Background: an optimization exercise with open tools, aiming at small area, a short achievable clock period and few clock cycles per item. Do not read the settings as production practice.
RTL that was checked went through simulation tests only; none was proved equivalent to the original.

Setup of yarrow:
## moving_baseline_spike_detector
module moving_baseline_spike_detector #(
    parameter int WINDOW     = 8,
    parameter int DAY_LENGTH = 1440
) (
    input  logic                             i_clk,
    input  logic                             i_rst_n,
    input  logic                             i_valid,
    output logic                             o_ready,
    input  logic [mbsd_pkg::COUNT_W-1:0]     i_error_count,
    input  logic                             i_start_of_day,
    output logic                             o_valid,
    input  logic                             i_ready,
    output logic                             o_decision_valid,
    output logic                             o_anomaly,
    output logic [mbsd_pkg::MINUTE_W-1:0]    o_minute_index,
    output logic [mbsd_pkg::BASE_W-1:0]      o_baseline_sum,
    output logic [mbsd_pkg::TOTAL_W-1:0]     o_anomaly_total,
    input  logic                             i_cfg_valid,
    output logic                             o_cfg_ready,
    input  logic [mbsd_pkg::CFG_IDX_W-1:0]   i_cfg_index,
    input  logic [mbsd_pkg::CFG_W-1:0]       i_cfg_data
);
    localparam int COUNT_W = mbsd_pkg::COUNT_W;
    localparam int TOTAL_W = mbsd_pkg::TOTAL_W;
    localparam int SUM_W   = 19;
    localparam int MC_W    = 11;
    logic [15:0] r_thr;
    logic [23:0] r_mult_digits;
    logic [7:0]  r_mult_one;
    logic [7:0]  r_mult_two;
    logic [7:0]  r_mult_neg;
    assign {r_mult_one, r_mult_two, r_mult_neg} = r_mult_digits;
    function automatic logic [23:0] booth_digits(input logic [15:0] m);
        logic [16:0] mx;
        logic [7:0]  one;
        logic [7:0]  two;
        logic [7:0]  neg;
        mx = {m, 1'b0};
        for (int i = 0; i < 8; i++) begin
            one[i] = mx[2*i+1] ^ mx[2*i];
            two[i] = (mx[2*i+2] & ~mx[2*i+1] & ~mx[2*i]) | (~mx[2*i+2] & mx[2*i+1] & mx[2*i]);
            neg[i] = mx[2*i+2];
        end
        booth_digits = {one, two, neg};
    endfunction
  ...
clock: 10.0 ns
lec_check: 0
abc_area: 1
cap_margin: 20
core_margin: 2
core_utilization: 55
setup_slack_margin: 5
slew_margin: 20
standard.sh (not shown) runs the stock make flow with config.mk's settings and CLKGATE_MAP_FILE= SYNTH_SCRIPT=/design/flow/synth_recipe.tcl, a recipe that flattens the netlist after the stock synthesis.
==> flow/flow/run.sh <==
#!/bin/bash
# Standard ORFS layout (the standard.sh) with two changes to how the layout
# is made:
#  - timing repair aims for a larger setup-slack margin (flow/margin.txt), so it
#    keeps improving paths below the clock period;
#  - the port buffers that global placement inserts are plain buffers
#    (flow/port_buffer.txt) instead of the delay cell ORFS picks by default.
# The whole make output goes to make_flow.log; ORFS's per-step logs stay in
# orfs/logs.
set -euo pipefail
MARGIN=$(cat flow/margin.txt)
PORTBUF=$(cat flow/port_buffer.txt)
sed -e "s/SETUP_SLACK_MARGIN=[0-9.]*/SETUP_SLACK_MARGIN=${MARGIN}/" standard.sh > standard_margin.sh
grep -q "SETUP_SLACK_MARGIN=${MARGIN}" standard_margin.sh
bash standard_margin.sh "BUFFER_PORTS_ARGS=-buffer_cell ${PORTBUF}" finish > make_flow.log 2>&1
==> flow/flow/margin.txt <==
6.6
==> flow/flow/port_buffer.txt <==
sky130_fd_sc_hd__buf_2
The inputs of maple differ from those of yarrow as listed below.
diff --git a/flow/design.v b/flow/design.v
--- a/flow/design.v
+++ b/flow/design.v
@@ -950,18 +950,19 @@
     logic               r_in_day;
     logic               r_dc_valid;
     logic               r_dc_sod;
     logic               r_dc_above;
     logic               r_dc_dvalid;
     logic [35:0]        r_dc_r0;
     logic [35:0]        r_dc_r1;
     logic [SUM_W-1:0]   r_dc_sum;
     logic               r_out_valid;
+    logic               r_out_empty;
     logic               r_out_dvalid;
     logic               r_out_anomaly;
     logic [MC_W-1:0]    r_out_minute;
     logic [SUM_W-1:0]   r_out_base;
     logic [TOTAL_W-1:0] r_out_total;
     logic               w_adv;
     logic               w_accept;
     logic               w_load;
     logic               w_nx_valid;
@@ -985,40 +986,42 @@
     logic [35:0]        w_q;
     logic [35:0]        w_cs_s;
     logic [35:0]        w_cs_maj;
     logic [35:0]        w_cs_c;
     logic [35:0]        w_z;
     logic               w_flag;
     logic [TOTAL_W-1:0] w_tprev;
     logic [TOTAL_W-1:0] w_total;
     logic [MC_W-1:0]    w_out_minute;
-    assign w_adv       = !r_out_valid || i_ready;
-    assign r_sk_valid  = !r_sk_ready;
+    assign w_adv       = r_out_empty || i_ready;
     assign o_ready     = r_sk_ready;
-    assign w_accept    = i_valid && r_sk_ready;
+    assign w_accept    = i_valid && !r_sk_valid;
     assign o_cfg_ready = 1'b1;
     always_ff @(posedge i_clk) begin
         if (!i_rst_n) begin
             r_thr         <= mbsd_pkg::MIN_THRESHOLD_RST;
             r_mult_digits <= MULT_RST_DIGITS;
         end else if (i_cfg_valid) begin
             if (i_cfg_index == mbsd_pkg::CFG_MIN_THRESHOLD) r_thr <= i_cfg_data;
             if (i_cfg_index == mbsd_pkg::CFG_SPIKE_MULT) begin
                 r_mult_digits <= booth_digits(i_cfg_data);
             end
         end
     end
     always_ff @(posedge i_clk) begin
         if (!i_rst_n) begin
+            r_sk_valid <= 1'b0;
             r_sk_ready <= 1'b1;
         end else if (w_adv) begin
+            r_sk_valid <= 1'b0;
             r_sk_ready <= 1'b1;
         end else if (w_accept && r_in_valid) begin
+            r_sk_valid <= 1'b1;
             r_sk_ready <= 1'b0;
         end
     end
     always_ff @(posedge i_clk) begin
         if (w_accept) begin
             r_sk_count <= i_error_count;
             r_sk_sod   <= i_start_of_day;
         end
     end
@@ -1118,20 +1121,22 @@
     );
     assign w_flag  = r_dc_dvalid && r_dc_above && ((r_dc_sum == '0) || w_z[35]);
     assign w_tprev = r_dc_sod ? '0 : r_out_total;
     assign w_total = (w_flag && (w_tprev != mbsd_pkg::TOTAL_MAX)) ? w_tprev + TOTAL_W'(1) : w_tprev;
     assign w_out_minute = r_dc_sod ? '0 :
                           (r_out_minute == MC_W'(DAY_LENGTH)) ? r_out_minute : r_out_minute + MC_W'(1);
     always_ff @(posedge i_clk) begin
         if (!i_rst_n) begin
             r_out_valid <= 1'b0;
+            r_out_empty <= 1'b1;
         end else if (w_adv) begin
             r_out_valid <= r_dc_valid;
+            r_out_empty <= !r_dc_valid;
         end
     end
     always_ff @(posedge i_clk) begin
         if (w_adv && r_dc_valid) begin
             r_out_total  <= w_total;
             r_out_minute <= w_out_minute;
         end
     end
     always_ff @(posedge i_clk) begin
--- outcome ---
In the tables for maple and yarrow, synthesis-to-finish area growth reads higher with maple.
maple — synthesized cell count 12 higher, yarrow as reference
Compared with yarrow, maple instantiates a larger number of cells.
As of maple, DRC marker count from the first detailed-route iteration had risen slightly compared to yarrow.
Comparing yarrow with maple, the die area came out essentially unchanged.
Testbench counts of maple, summed over its fixed seeds: cycles 23,064, items 23,040.
Function not checked in yarrow: the RTL went through the layout flow alone.

[port drivers added, routing unchanged]
In the flow no input, the clock included, has a driving cell. The finished layouts below were timed again as built, in two steps. Step 1 sets driving cells, clkbuf_16 on the clock port and buf_2 on the other inputs (assumed; they add their load-dependent delay and slew). Step 2 times the ports against the registers' clock, not the clock port: input delays grow and output delays shrink by t, the midpoint of the rising clock arrivals with the driver on. Three values: ideal ports, drivers, drivers and shift; two values: the first two.
run | t (ns) | slack for setup (ns) | hold WS [ns] | slew at the worst register clock pin (ns) | cell pins on the clock port's net
yarrow | 0.635 | 6.624 / 6.624 / 6.194 | 0.407 / 0.407 / 0.407 | 0.07 / 0.07 | 1
maple | 0.633 | 6.581 / 6.581 / 6.072 | 0.409 / 0.409 / 0.409 | 0.06 / 0.06 | 1
After both steps setup and hold are still met in every run listed. The setup slack of maple, which loses most, moves by 0.000 ns with the drivers and by -0.509 ns with both steps.
